Source: an optimization exercise on an open RTL-to-GDS flow (aim: small area, a short achievable clock period and few clock cycles per item). Production flows keep margins and buffers that such runs may drop.
Where RTL was checked, it was by simulation tests only, not by an equivalence proof against the original.
No activity file was given, so power comes from the tool's default toggle rates.

== run 1 ==
Design eased_overlay_transition_sequencer_core, start of the top module:
module eased_overlay_transition_sequencer_core (
   input  wire                       clock,
   input  wire                       reset,
   input  wire                       req_tvalid,
   output logic                      req_tready,
   input  wire  [15:0]               req_tdata,    
   input  wire  [6:0]                req_tuser,    
   output logic                      rsp_tvalid,
   input  wire                       rsp_tready,
   output logic [eots_pkg::RSP_W-1:0] rsp_tdata,
   input  wire                       csr_write_enable,
   input  wire  [1:0]                csr_index,
   input  wire  [16:0]               csr_wdata
);
==> flow/config.mk <==
export PLATFORM = sky130hd
export DESIGN_NAME = eased_overlay_transition_sequencer_core
export DESIGN_NICKNAME = eased_overlay_transition_sequencer_core
export VERILOG_FILES = /design/flow/design.v
export SDC_FILE = /design/flow/constraint.sdc
export NUM_CORES = 4
export LEC_CHECK = 0
export CAP_MARGIN = 20
export CORE_MARGIN = 2
export CORE_UTILIZATION = 60
export CTS_BUF_LIST = sky130_fd_sc_hd__clkbuf_8
export CTS_CLUSTER_DIAMETER = 60
export CTS_CLUSTER_SIZE = 14
export PLACE_DENSITY = 0.75
export SETUP_SLACK_MARGIN = 3.5
export SLEW_MARGIN = 20
==> flow/constraint.sdc <==
create_clock -name core_clock -period 8.0 [get_ports {clock}]
set_input_delay 1.6000 -clock core_clock [delete_from_list [all_inputs] [get_ports {clock}]]
set_output_delay 1.6000 -clock core_clock [all_outputs]
set_load 0.01 [all_outputs]
standard.sh (not shown) runs the stock make flow with config.mk's settings and CLKGATE_MAP_FILE= SYNTH_SCRIPT=/design/flow/synth_recipe.tcl, a recipe that flattens the netlist after the stock synthesis.
==> flow/flow/run.sh <==
#!/bin/bash
# The standard layout, with the port buffers made of the smallest buffer cell.
set -euo pipefail
export BUFFER_PORTS_ARGS="-buffer_cell sky130_fd_sc_hd__buf_1"
bash standard.sh > standard.log 2>&1
Testbench counts of run 1, summed over its fixed seeds: cycles 7,468, items 7,142.
The following lists how run 2 was set up differently from run 1:
# run 1
export LEC_CHECK = 0
export CAP_MARGIN = 20
export CORE_MARGIN = 2
export CORE_UTILIZATION = 60
export CTS_BUF_LIST = sky130_fd_sc_hd__clkbuf_8
export CTS_CLUSTER_DIAMETER = 60
export CTS_CLUSTER_SIZE = 14
export PLACE_DENSITY = 0.75
export SETUP_SLACK_MARGIN = 3.5
export SLEW_MARGIN = 20
create_clock -name core_clock -period 8.0 [get_ports {clock}]
# run 2
export LEC_CHECK = 0
export CAP_MARGIN = 20
export CORE_MARGIN = 2
export CORE_UTILIZATION = 60
export CTS_BUF_LIST = sky130_fd_sc_hd__clkbuf_8
export CTS_CLUSTER_DIAMETER = 60
export CTS_CLUSTER_SIZE = 14
export PLACE_DENSITY = 0.75
export SETUP_SLACK_MARGIN = 2.95
export SLEW_MARGIN = 20
create_clock -name core_clock -period 8.0 [get_ports {clock}]
==> comparison <==
Setup WNS run 1 -> run 2: worse. Run 2 against run 1: count of clock-buffer cells in the layout lower, pin slew with the least headroom to its limit higher.
Setup changes, run 2 to run 3
# run 2
export LEC_CHECK = 0
export CAP_MARGIN = 20
export CORE_MARGIN = 2
export CORE_UTILIZATION = 60
export CTS_BUF_LIST = sky130_fd_sc_hd__clkbuf_8
export CTS_CLUSTER_DIAMETER = 60
export CTS_CLUSTER_SIZE = 14
export PLACE_DENSITY = 0.75
export SETUP_SLACK_MARGIN = 2.95
export SLEW_MARGIN = 20
create_clock -name core_clock -period 8.0 [get_ports {clock}]
# run 3
export LEC_CHECK = 0
export CAP_MARGIN = 20
export CORE_MARGIN = 2
export CORE_UTILIZATION = 60
export CTS_BUF_LIST = sky130_fd_sc_hd__clkbuf_4
export PLACE_DENSITY = 0.75
export SETUP_SLACK_MARGIN = 3.5
export SLEW_MARGIN = 20
create_clock -name core_clock -period 8.0 [get_ports {clock}]
### Flow results
Run 3 gives more met3 routing resource usage after global routing than run 2 did. Compare run 2 and run 3 | number of detailed-routing iterations run before antenna repair lower: run 2. Compared with run 2, run 3 shows a fmax that is 2.8% higher. Run 2 -> run 3: total power consumption of the routed design increased by a little under 10%. Final cycle utilization of the critical path | run 3 below run 2. Compared with run 2, run 3 shows a portion of total power attributed to combinational logic that is 0.6 points lower. Status: number of cells in the design after placement parity (run 2, run 3). Looking at number of buffers created by CTS across run 2 and run 3, the one that comes out higher is run 3. Compared with run 2, in run 3 layout-stage area growth over the synthesis result grew by 5.7 points; number of cells on the worst reg-to-reg path grew by 1.

== build 85 ==
Another version of the RTL of eased_overlay_transition_sequencer_core (not shown whole).
Size: ~420 flip-flops, about 140 I/O pins, ~31000 µm² of cells after synthesis.
export LEC_CHECK = 0
export CAP_MARGIN = 20
export CORE_MARGIN = 2
export CORE_UTILIZATION = 40
export CTS_BUF_LIST = sky130_fd_sc_hd__clkbuf_4
export PLACE_DENSITY = 0.6
export SETUP_SLACK_MARGIN = 3.5
export SLEW_MARGIN = 20
create_clock -name core_clock -period 8.0 [get_ports {clock}]
run.sh (not shown) runs the stock make flow with config.mk's settings and CLKGATE_MAP_FILE= SYNTH_SCRIPT=/design/flow/synth_recipe.tcl, a recipe that flattens the netlist after the stock synthesis.
Stock flow here: none of the scripts above is used.
Testbench counts of build 85, summed over its fixed seeds: cycles 7,492, items 7,142.
## Diff of input files: build 78 against build 85
# build 85
export LEC_CHECK = 0
export CAP_MARGIN = 20
export CORE_MARGIN = 2
export CORE_UTILIZATION = 40
export CTS_BUF_LIST = sky130_fd_sc_hd__clkbuf_4
export PLACE_DENSITY = 0.6
export SETUP_SLACK_MARGIN = 3.5
export SLEW_MARGIN = 20
create_clock -name core_clock -period 8.0 [get_ports {clock}]
# build 78
export LEC_CHECK = 0
export CAP_MARGIN = 20
export CORE_MARGIN = 2
export CORE_UTILIZATION = 40
export PLACE_DENSITY = 0.6
export SETUP_SLACK_MARGIN = 5
export SLEW_MARGIN = 20
create_clock -name core_clock -period 8.0 [get_ports {clock}]
Results
Build 78 | stages: all done | timing, DRC, antenna: all pass. In the tables for build 78 and build 85, sequential share of layout area reads lower with build 78. Total number of multi-input combinational cells across build 78 and build 85: no real change. Sum of buffers and inverters on the critical path, build 78 and build 85, higher one = build 85. Build 78 against build 85: clock power went up; buffer share of cell area went up; critical path arrival went down; number of buffers added for setup after CTS went up. Routed wire in build 78 totals more than in build 85. Comparing the two runs side by side, build 78 comes out behind build 85 on total chip power. Global routing usage on met3 in build 78 is 0.51 points lower than in build 85. Of build 78 and build 85, the run reporting the higher design internal power was build 78.
For build 22, these inputs were changed with respect to build 78:
# build 78
export LEC_CHECK = 0
export CAP_MARGIN = 20
export CORE_MARGIN = 2
export CORE_UTILIZATION = 40
export PLACE_DENSITY = 0.6
export SETUP_SLACK_MARGIN = 5
export SLEW_MARGIN = 20
create_clock -name core_clock -period 8.0 [get_ports {clock}]
# build 22
export LEC_CHECK = 0
export CAP_MARGIN = 20
export CORE_MARGIN = 2
export CORE_UTILIZATION = 40
export CTS_BUF_LIST = sky130_fd_sc_hd__clkbuf_4
export PLACE_DENSITY = 0.6
export SETUP_SLACK_MARGIN = 2.8
export SLEW_MARGIN = 20
create_clock -name core_clock -period 8.0 [get_ports {clock}]
Findings:
- Build 22 completed end to end with timing, DRC and antenna clean.
- Compared with build 78, summed area of non-filler cells in the final layout in build 22 decreased by more than 10%.
- Re sequential share of layout area: build 22 is 3.1 points up on build 78.
- Between build 78 and build 22, the area of all sequential standard cells figures differ only marginally.
- [compare] base=build 78 new=build 22: via count -3.4%, worst setup slack after layout shows a reduction of 0.17 ns.
- End-of-flow core utilization ended up 5.4 points lower on build 22 than on build 78.
- Against build 78 as the reference, build 22 delivers a higher power share of the sequential group.
- From build 78 to build 22 the numbers moved as follows: power density of the placed cells has decreased, global-route wire length before repair has decreased.

## build 61
Another version of the RTL of eased_overlay_transition_sequencer_core (not shown whole).
Size in the first run: ~3200 cells after synthesis, roughly 140 I/O pins, ~29000 um^2 of cells after synthesis.
==> flow/design.v (excerpt) <==
module eased_overlay_transition_sequencer_core (
   input  wire                       clock,
   input  wire                       reset,
   input  wire                       req_tvalid,
   output logic                      req_tready,
   input  wire  [15:0]               req_tdata,    
   input  wire  [6:0]                req_tuser,    
   output logic                      rsp_tvalid,
   input  wire                       rsp_tready,
   output logic [eots_pkg::RSP_W-1:0] rsp_tdata,
   input  wire                       csr_write_enable,
   input  wire  [1:0]                csr_index,
   input  wire  [16:0]               csr_wdata
);
clock: 8.0 ns
lec_check: 0
abc_clock_period_in_ps: 3500
cap_margin: 20
core_margin: 2
core_utilization: 40
place_density: 0.6
setup_slack_margin: 4.5
slew_margin: 20
Build 61 finished end to end and its layout was clean on timing, DRC and antenna.
For build 19, these inputs were changed with respect to build 61:
Settings: SETUP_SLACK_MARGIN: 4.5 -> 3.5; ABC_CLOCK_PERIOD_IN_PS: 3500 -> 4500.
Results
Build 19: PASS, flow complete, no timing, DRC or antenna violations. Changes observed in build 19 relative to build 61: pre-CTS setup slack moved down; post-synthesis to final-layout area growth moved down; sequential power level.
Function was not checked in any run of this note: the RTL went through the layout flow alone.

eased_overlay_transition_sequencer_core, a different RTL version from the one above (not shown whole).
Size in the first run: about 3100 cells after synthesis, about 390 flip-flops, roughly 140 I/O pins, ~30000 sq um of cells after synthesis.
Settings: LEC_CHECK=0, CAP_MARGIN=20, CORE_MARGIN=2, CORE_UTILIZATION=70, CTS_BUF_LIST=sky130_fd_sc_hd__clkbuf_4, PLACE_DENSITY=0.85, SETUP_SLACK_MARGIN=3.8, SLEW_MARGIN=20; clock period 8.0 ns.
Testbench counts at the start, summed over its fixed seeds: cycles 7,504, items 7,142.
Change:
Settings changed: CORE_UTILIZATION 70 to 40, PLACE_DENSITY 0.85 to 0.6, SETUP_SLACK_MARGIN 3.8 to 3.5.
What happened:
- The changed run completed without violations
- power shrinks by roughly a tenth
- utilization is lower by 37 points
- sequential cell count is unchanged
- wire length decreases by roughly a tenth
Change:
Settings changed: CORE_UTILIZATION 40 to 60, PLACE_DENSITY 0.6 to 0.75.
Result:
- The changed run finished clean
- count of clock-buffer cells in the layout grows by 1
- power is higher by 2.7%
- worst setup slack is better by 0.024 ns
- wire length shrinks by 1.6%
- via count is higher by 3.2%
- clock power drops by about 4%

RTL: one of the versions met above, not the one the previous note started from.
Size in the first run: about 3100 cells after synthesis, ~390 flip-flops, about 140 I/O pins, ~0.030 mm² of cells after synthesis.
export LEC_CHECK = 0
export CAP_MARGIN = 20
export CORE_MARGIN = 2
export CORE_UTILIZATION = 60
export CTS_BUF_LIST = sky130_fd_sc_hd__clkbuf_8
export CTS_CLUSTER_DIAMETER = 60
export CTS_CLUSTER_SIZE = 14
export PLACE_DENSITY = 0.75
export SETUP_SLACK_MARGIN = 3.2
export SLEW_MARGIN = 20
create_clock -name core_clock -period 8.0 [get_ports {clock}]
standard.sh (not shown) runs the stock make flow with config.mk's settings and CLKGATE_MAP_FILE= SYNTH_SCRIPT=/design/flow/synth_recipe.tcl, a recipe that flattens the netlist after the stock synthesis.
Scripts as last shown in full above: flow/flow/run.sh
Testbench counts at the start, summed over its fixed seeds: cycles 7,468, items 7,142.
Rerun with:
==> flow/run.sh (new file) <==
#!/bin/bash
# synth_recipe.tcl (not shown) runs the flow's synth.tcl, then flattens the netlist and writes it again
# the make line also repeats each setting of config.mk as NAME=value (left out here)
make -C /OpenROAD-flow-scripts/flow DESIGN_CONFIG=/design/flow/config.mk WORK_HOME=/design/flow/orfs CLKGATE_MAP_FILE= SYNTH_SCRIPT=/design/flow/synth_recipe.tcl finish
CTS_BUF_LIST = sky130_fd_sc_hd__clkbuf_4   (was sky130_fd_sc_hd__clkbuf_8)
CTS_CLUSTER_DIAMETER = unset   (was 60)
CTS_CLUSTER_SIZE = unset   (was 14)
SETUP_SLACK_MARGIN = 3.5   (was 3.2)
removed: flow/flow/run.sh
removed: flow/standard.sh
=>
- The new run ran to the end with no violations
- global-route usage goes up by 2.8 points
- clock power goes up by 43%
- die area stays the same
- setup slack is worse by 0.035 ns
- area after synthesis stays the same
- register-to-register slack is worse by 0.03 ns
Rerun with:
==> flow/flow/run.sh (new file) <==
#!/bin/bash
# The standard layout, with the port buffers made of the smallest buffer cell.
set -euo pipefail
export BUFFER_PORTS_ARGS="-buffer_cell sky130_fd_sc_hd__buf_1"
bash standard.sh > standard.log 2>&1
==> flow/standard.sh (new file) <==
#!/bin/bash
# synth_recipe.tcl (not shown) runs the flow's synth.tcl, then flattens the netlist and writes it again
# the make line also repeats each setting of config.mk as NAME=value (left out here)
make -C /OpenROAD-flow-scripts/flow DESIGN_CONFIG=/design/flow/config.mk WORK_HOME=/design/flow/orfs CLKGATE_MAP_FILE= SYNTH_SCRIPT=/design/flow/synth_recipe.tcl "${@:-finish}"
CTS_BUF_LIST = sky130_fd_sc_hd__clkbuf_8   (was sky130_fd_sc_hd__clkbuf_4)
CTS_CLUSTER_DIAMETER = 70   (was unset)
CTS_CLUSTER_SIZE = 17   (was unset)
SETUP_SLACK_MARGIN = 3.2   (was 3.5)
removed: flow/run.sh
Global-route usage is lower by 3.1 points.
Power is lower by about 15%.
Worst setup slack gets better by 0.045 ns.
Routed wire length is lower by 10%.
Core utilization is lower by 6.6 points.
Rerun with:
CTS_CLUSTER_DIAMETER = 60   (was 70)
CTS_CLUSTER_SIZE = 14   (was 17)
SETUP_SLACK_MARGIN = 3.35   (was 3.2)
After rerunning: The changed run ran to the end with no violations; worst setup slack hardly moves; final area is higher by 3.6%; clock-buffer cell count is higher by 11; sequential cell count is unchanged; register-to-register slack hardly moves; fmax stays flat; hold slack barely changes; routed wire length is higher by 7.3%; power is higher by 9.7%; via count is higher by 1.8%; clock power is higher by 27%.

what the ideal ports hide:
Ports are ideal in the flow. The routed layouts listed here were re-timed in OpenROAD. Step 1: set_driving_cell puts a clkbuf_16 on clock and a buf_2 on each other input, an assumption about the parent block. Step 2 also shifts input and output timing later by t, the mid clock arrival at the registers, as if the neighbouring blocks saw the same clock. a / b / c = ideal ports / drivers / drivers and shift; a / b = the first two.
| run | t, ns | slack for setup (ns) | slew at the worst register clock pin (ns) | cell pins on the clock port's net |
|---|---|---|---|---|
| run 1 | 0.680 | 3.138 / 3.138 / 3.138 | 0.10 / 0.10 | 1 |
| run 2 | 0.664 | 3.025 / 3.025 / 3.025 | 0.10 / 0.10 | 1 |
| run 3 | 0.898 | 3.163 / 3.163 / 3.004 | 0.08 / 0.08 | 1 |
| build 85 | 0.911 | 3.161 / 3.161 / 2.934 | 0.08 / 0.08 | 1 |
| build 78 | 0.667 | 3.105 / 3.105 / 3.105 | 0.07 / 0.07 | 1 |
| build 22 | 0.931 | 2.933 / 2.933 / 2.933 | 0.10 / 0.10 | 1 |
| build 61 | 0.609 | 1.816 / 1.816 / 1.816 | 0.06 / 0.06 | 1 |
| build 19 | 0.612 | 1.811 / 1.811 / 1.811 | 0.07 / 0.07 | 1 |
| the first run of note 4 | 0.880 | 2.946 / 2.946 / 2.946 | 0.09 / 0.09 | 1 |
| the second run of note 4 | 0.906 | 3.064 / 3.064 / 2.829 | 0.08 / 0.08 | 1 |
| the third run of note 4 | 0.897 | 3.088 / 3.088 / 2.847 | 0.08 / 0.08 | 1 |
| the first run of note 5 | 0.667 | 3.132 / 3.132 / 3.132 | 0.10 / 0.10 | 1 |
| the second run of note 5 | 0.895 | 3.097 / 3.097 / 2.875 | 0.09 / 0.09 | 1 |
| the third run of note 5 | 0.716 | 3.142 / 3.142 / 3.142 | 0.11 / 0.11 | 1 |
| the fourth run of note 5 | 0.707 | 3.144 / 3.144 / 3.144 | 0.10 / 0.10 | 1 |
After both steps every run listed still meets setup and hold. The setup slack of the third run of note 4, which loses most, moves by 0.000 ns with the drivers and by -0.241 ns with both steps.
